Context: an optimization exercise on an open-source flow, tuned for small area, a short achievable clock period and few clock cycles per item. The choices shown serve that exercise and are no tape-out recipe.
In this exercise RTL edits were held to simulation tests only and were not proved equivalent to the original.
No activity file was given, so power comes from the tool's default toggle rates.

==> trial 93 <==
## bitmap_free_slot_finder
module bitmap_free_slot_finder #(
    parameter int WORD_BITS = WORD_BITS_DEF,
    parameter int NUM_WORDS = NUM_WORDS_DEF
) (
    input  logic                  clk,
    input  logic                  rst_n,
    input  logic                  psel,
    input  logic                  penable,
    input  logic                  pwrite,
    input  logic [CFG_ADDR_W-1:0] paddr,
    input  logic [APB_DATA_W-1:0] pwdata,
    output logic [APB_DATA_W-1:0] prdata,
    output logic                  pready,
    input  logic                  req_valid,
    output logic                  req_ready,
    input  logic [MODE_W-1:0]     req_mode,
    input  logic [SLOT_W-1:0]     req_slot_index,
    input  logic [RUN_W-1:0]      req_run_length,
    output logic                  rsp_valid,
    input  logic                  rsp_ready,
    output logic [STATUS_W-1:0]   rsp_status,
    output logic                  rsp_bit_value,
    output logic [SLOT_W-1:0]     rsp_found_slot
);
clock: 11.0 ns
lec_check: 0
cap_margin: 20
core_margin: 2
core_utilization: 40
slew_margin: 20
standard.sh (not shown) runs the stock make flow with config.mk's settings and CLKGATE_MAP_FILE= SYNTH_SCRIPT=/design/flow/synth_recipe.tcl, a recipe that flattens the netlist after the stock synthesis.
==> flow/flow/run.sh <==
#!/bin/bash
cp standard.sh standard_sh.log
bash standard.sh SETUP_SLACK_MARGIN=6.5 finish > standard.log 2>&1
==> inputs of build 32, as changes to trial 93 <==
--- a/flow/design.v
+++ b/flow/design.v
@@ -62,64 +62,62 @@
     input  logic [SLOT_W-1:0]     req_slot_index,
     input  logic [RUN_W-1:0]      req_run_length,
     output logic                  rsp_valid,
     input  logic                  rsp_ready,
     output logic [STATUS_W-1:0]   rsp_status,
     output logic                  rsp_bit_value,
     output logic [SLOT_W-1:0]     rsp_found_slot
 );
-    localparam int K    = 2;             
-    localparam int CW   = 32 * K;        
-    localparam int LK   = $clog2(K);
-    localparam int LC   = 5 + LK;        
-    localparam int CB   = 5 - LK;        
-    localparam int QW   = 13 - LC;       
     logic [CFG_W-1:0] wiu_reg;
     logic [5:0]       nw;            
     assign pready = 1'b1;
     assign prdata = paddr[2] ? '0 : APB_DATA_W'(wiu_reg);
     assign nw     = wiu_reg[5] ? 6'd32 : wiu_reg;
     always_ff @(posedge clk or negedge rst_n)
     begin
         if (!rst_n)
             wiu_reg <= WIU_RESET;
         else if (psel && penable && pwrite && !paddr[2])
             wiu_reg <= pwdata[CFG_W-1:0];
     end
+    localparam int K    = 2;             
+    localparam int CW   = 32 * K;        
+    localparam int LK   = $clog2(K);
+    localparam int LC   = 5 + LK;        
+    localparam int NCH  = 32 / K;        
+    localparam int CB   = 5 - LK;        
     logic [31:0] map_q [32];
     logic [31:0] map_d [32];
     logic        clearing;
     logic        sk_valid;
     logic [2:0]  sk_mode;
     logic [9:0]  sk_slot;
     logic [10:0] sk_run;
     logic        ex_valid;
+    logic [2:0]  ex_mode;
     logic [9:0]  ex_slot;
     logic        ex_srch;        
     logic        ex_acc;         
     logic        ex_wr;          
     logic        ex_inr;         
     logic        ex_test;
     logic        ex_set;
     logic        ex_none;        
     logic        ex_lsmall;      
     logic [10:0] ex_len;         
-    logic [LC:0] ex_thr;         
     logic [CB-1:0] cnt;          
     logic [CW-1:0] cur;          
     logic [10:0] need_rem;       
     logic [9:0]  run_start;      
-    logic signed [QW-1:0] qh;    
-    logic        pend_valid;
-    logic [1:0]  pend_status;
-    logic        pend_bit;
-    logic [9:0]  pend_found;
+    logic signed [12:0] q;       
+    logic        out_free;
     logic        fire;
     logic        adv;
+    assign out_free  = !rsp_valid || rsp_ready;
     assign req_ready = !sk_valid;
     logic [CB-1:0] rd_addr;
     logic [CW-1:0] rd;
     logic [31:0]   rd_row;
     logic [CW-1:0] rd_mask;      
     logic [CW-1:0] c0_mask;
     logic [CW-1:0] c0_next;
     assign rd_addr = ex_srch ? (cnt + CB'(1)) : ex_slot[9:LC];
@@ -137,38 +135,35 @@
     begin : g_row1
         assign rd_row = rd;
     end
     else
     begin : g_rowk
         assign rd_row = rd[32 * ex_slot[LC-1:5] +: 32];
     end
     logic [CW-1:0] f;
+    logic [CW:0]   pre_t;        
     logic          allfree;
-    logic [LC-1:0] lo_occ;       
-    logic [LC-1:0] hi_occ;       
-    logic [LC:0]   pre;          
     logic [LC-1:0] suf;          
     logic [CW-1:0] g [LC];       
     logic [CW:0]   h [LC+1];     
-    logic          hit_a, hit_b, hit, prune, s_done;
+    logic        hit_a, hit_b, hit, prune, s_done;
     logic [LC-1:0] pos_b;
-    logic [9:0]    found_s;
+    logic [9:0]  found_s;
+    logic [CW-1:0] pmask, tmask;
     always_comb
     begin
-        f       = ~cur;
-        allfree = (cur == '0);
-        lo_occ  = '0;
-        for (int k = CW - 1; k >= 0; k--)
-            if (cur[k]) lo_occ = LC'(k);
-        hi_occ  = '0;
+        f = ~cur;
+        pre_t[0] = 1'b1;
+        for (int k = 1; k <= CW; k++)
+            pre_t[k] = pre_t[k-1] & f[k-1];
+        allfree = pre_t[CW];
+        suf = '0;
         for (int k = 0; k < CW; k++)
-            if (cur[k]) hi_occ = LC'(k);
-        pre = allfree ? (LC+1)'(CW) : {1'b0, lo_occ};
-        suf = LC'(CW - 1) - hi_occ;
+            if (!f[k]) suf = LC'(CW - 1 - k);
         g[0] = f;
         for (int n = 1; n < LC; n++)
             for (int s = 0; s < CW; s++)
                 g[n][s] = (s + (1 << (n-1)) < CW) ? (g[n-1][s] & g[n-1][s + (1 << (n-1))]) : 1'b0;
         h[0] = '1;
         for (int n = 0; n < LC; n++)
             for (int s = 0; s <= CW; s++)
                 h[n+1][s] = !ex_len[n] ? h[n][s]
@@ -179,19 +174,25 @@
         begin
             if (h[LC][s])
             begin
                 hit_b = 1'b1;
                 pos_b = LC'(s);
             end
         end
         hit_b = hit_b && ex_lsmall;
-        hit_a  = (need_rem <= 11'(pre));
-        hit    = !ex_none && (hit_a || hit_b);
-        prune  = !allfree && ((qh > 0) || ((qh == 0) && ((LC+1)'(hi_occ) >= ex_thr)));
+        for (int i = 0; i < CW; i++)
+        begin
+            pmask[i] = (11'(i) < need_rem);
+            tmask[i] = (LC'(CW - 1 - i) < q[LC-1:0]);
+        end
+        hit_a = (need_rem <= 11'(CW)) && ((cur & pmask) == '0);
+        hit   = !ex_none && (hit_a || hit_b);
+        prune = !allfree && ((!q[12] && (q[11:LC] != '0))
+                             || ((q[12:LC] == '0) && ((cur & tmask) != '0)));
         s_done = ex_none || hit || prune;
         found_s = hit_a ? run_start : {cnt, pos_b};
     end
     logic [1:0] res_status;
     logic       res_bit;
     logic [9:0] res_found;
     always_comb
     begin
@@ -208,51 +209,39 @@
         else if (ex_acc)
         begin
             if (!ex_inr)
                 res_status = STATUS_RANGE;
             else if (ex_test)
                 res_bit = rd_row[ex_slot[4:0]];
         end
     end
-    assign fire = ex_valid && (!ex_srch || s_done) && !pend_valid;
+    assign fire = ex_valid && (!ex_srch || s_done) && out_free;
     assign adv  = ex_valid && ex_srch && !s_done;
-    logic out_free;
-    assign out_free = !rsp_valid || rsp_ready;
     always_ff @(posedge clk or negedge rst_n)
     begin
         if (!rst_n)
-        begin
-            rsp_valid  <= 1'b0;
-            pend_valid <= 1'b0;
-        end
-        else
-        begin
-            rsp_valid  <= pend_valid || fire || !out_free;
-            pend_valid <= out_free ? 1'b0 : (pend_valid || fire);
-        end
+            rsp_valid <= 1'b0;
+        else if (fire)
+            rsp_valid <= 1'b1;
+        else if (rsp_ready)
+            rsp_valid <= 1'b0;
     end
     always_ff @(posedge clk)
     begin
         if (out_free)
         begin
-            rsp_status     <= pend_valid ? pend_status : res_status;
-            rsp_bit_value  <= pend_valid ? pend_bit    : res_bit;
-            rsp_found_slot <= pend_valid ? pend_found  : res_found;
-        end
-        if (!pend_valid)
-        begin
-            pend_status <= res_status;
-            pend_bit    <= res_bit;
-            pend_found  <= res_found;
+            rsp_status     <= res_status;
+            rsp_bit_value  <= res_bit;
+            rsp_found_slot <= res_found;
         end
     end
     logic        wr_fire;
     logic [31:0] wdata;
-    assign wr_fire = ex_valid && ex_wr && !pend_valid;
+    assign wr_fire = ex_valid && ex_wr && out_free;
     always_comb
     begin
         for (int c = 0; c < 32; c++)
             wdata[c] = clearing ? 1'b0 : ((5'(c) == ex_slot[4:0]) ? ex_set : rd_row[c]);
         for (int r = 0; r < 32; r++)
             map_d[r] = (clearing || (wr_fire && (ex_slot[9:5] == 5'(r)))) ? wdata : map_q[r];
     end
     always_ff @(posedge clk)
@@ -270,27 +259,25 @@
     logic        acc;
     logic        ex_free;
     logic        load_ex;
     logic [2:0]  src_mode;
     logic [9:0]  src_slot;
     logic [10:0] src_run;
     logic [10:0] src_len;
     logic        src_srch;
-    logic        src_inr;
-    logic [12:0] src_q;          
+    logic signed [12:0] src_q;
     assign acc     = req_valid && !sk_valid;
     assign ex_free = !ex_valid || fire;
     assign load_ex = ex_free && (sk_valid || acc);
     assign src_mode = sk_valid ? sk_mode : req_mode;
     assign src_slot = sk_valid ? sk_slot : req_slot_index;
     assign src_run  = sk_valid ? sk_run  : req_run_length;
     assign src_srch = (src_mode == MODE_FIRST) || (src_mode == MODE_RUN);
     assign src_len  = (src_mode == MODE_FIRST) ? 11'd1 : src_run;
-    assign src_inr  = (src_slot[9:5] < 5'(nw)) || nw[5];
     assign src_q    = 13'(src_len) - 13'({nw, 5'd0}) + 13'(CW);
     always_ff @(posedge clk or negedge rst_n)
     begin
         if (!rst_n)
         begin
             sk_valid <= 1'b0;
             ex_valid <= 1'b0;
         end
@@ -305,36 +292,37 @@
         if (acc && !ex_free)
         begin
             sk_mode <= req_mode;
             sk_slot <= req_slot_index;
             sk_run  <= req_run_length;
         end
         if (load_ex)
         begin
+            ex_mode   <= src_mode;
             ex_slot   <= src_slot;
             ex_srch   <= src_srch;
             ex_acc    <= (src_mode == MODE_SET) || (src_mode == MODE_CLEAR) || (src_mode == MODE_TEST);
-            ex_inr    <= src_inr;
-            ex_wr     <= ((src_mode == MODE_SET) || (src_mode == MODE_CLEAR)) && src_inr;
+            ex_inr    <= (src_slot[9:5] < 5'(nw)) || nw[5];
+            ex_wr     <= ((src_mode == MODE_SET) || (src_mode == MODE_CLEAR))
+                         && ((src_slot[9:5] < 5'(nw)) || nw[5]);
             ex_test   <= (src_mode == MODE_TEST);
             ex_set    <= (src_mode == MODE_SET);
             ex_len    <= src_len;
             ex_lsmall <= (src_len < 11'(CW));
             ex_none   <= (src_len == '0) || (12'(src_len) > 12'({nw, 5'd0}));
-            ex_thr    <= (LC+1)'(CW) - (LC+1)'(src_q[LC-1:0]);
             cnt       <= '0;
             need_rem  <= src_len;
             run_start <= '0;
-            qh        <= src_q[12:LC];
+            q         <= src_q;
         end
         else if (adv)
         begin
             cnt <= cnt + CB'(1);
-            qh  <= qh + QW'(1);
+            q   <= q + 13'(CW);
             if (allfree)
             begin
                 need_rem <= need_rem - 11'(CW);
             end
             else
             begin
                 need_rem  <= ex_len - 11'(suf);
                 run_start <= {cnt + CB'(1), LC'(0)} - 10'(suf);
==> flow/run.sh (new file) <==
#!/bin/bash
# synth_recipe.tcl (not shown) runs the flow's synth.tcl, then flattens the netlist and writes it again
# the make line also repeats each setting of config.mk as NAME=value (left out here)
make -C /OpenROAD-flow-scripts/flow DESIGN_CONFIG=/design/flow/config.mk WORK_HOME=/design/flow/orfs CLKGATE_MAP_FILE= SYNTH_SCRIPT=/design/flow/synth_recipe.tcl finish
removed: flow/flow/run.sh
removed: flow/standard.sh
==> qor summary <==
metric                                                                                     build 32                 trial 93
Share of the final layout cell area in multi-input gates                                      32.1%                    32.3%
Arr. time, crit path                                                                        7570 ps                  6030 ps
First-pass GRT wire length                                                                   326 mm                   345 mm
Fin nets                                                                                      4,833                    5,361
Proportion of register bits with asynchronous set or reset after synthesis                   0.835%                   0.905%
Portion of the layout cell area used by non-clock buffers                                     3.03%                    8.18%
Power in combinational cells                                                                6600 uW                12,600 uW
Die span in y                                                                                381 um                   385 um
Clock-net power                                                                             4400 uW                  4160 uW
Final setup margin                                                                          3810 ps                  5470 ps
Clock buffer count from CTS                                                                     130                      121
Via density per instance                                                                       6.74                     6.79
Proportion of total power due to net switching                                                39.4%                    44.0%
Final clock skew                                                                            44.8 ps                  81.0 ps
Destination of the worst hold path                                                     run_start[8]           pend_status[1]
Critical register-to-register path endpoint                                                 cur[18]                    qh[6]
Net switching power                                                                         7360 uW                11,000 uW
Routed length on met3                                                                       25.3 mm                  31.0 mm
Count of cell instances traversed by the critical path                                           14                       31
Result of the run                                                           complete, no violations  complete, no violations
Total Routed Length                                                                          235 mm                   256 mm
Testbench counts of trial 93, summed over its fixed seeds: cycles 12,884, items 9,600.
Testbench counts of build 32, summed over its fixed seeds: cycles 12,884, items 9,600.

-- what the ideal ports hide --
The results above use ideal ports. As a check the final layouts listed here were re-extracted and re-timed, cells and wires unchanged.
Step 1 assumes that a clkbuf_16 drives the clock port and a buf_2 every other input.
Step 2 adds t to the input delays and takes it off the output delays; t is the mean of the earliest and latest rising clock arrival at the registers after step 1. Input paths then give back, and output paths get back, about the clock's delay inside the block.
a / b / c = ideal ports / drivers / drivers and shift; a / b = the first two.
| run | t, ns | slack for setup (ns) | hold slack, ns | worst slew at a driven data input, ns |
|---|---|---|---|---|
| trial 93 | 0.821 | 5.469 / 5.469 / 5.288 | 0.471 / 0.471 / 0.471 | 0.06 |
| build 32 | 0.845 | 3.814 / 3.814 / 3.814 | 0.473 / 0.473 / 0.473 | 0.08 |
After both steps setup and hold are still met in every run listed. The setup slack of trial 93, which loses most, moves by 0.000 ns with the drivers and by -0.181 ns with both steps.
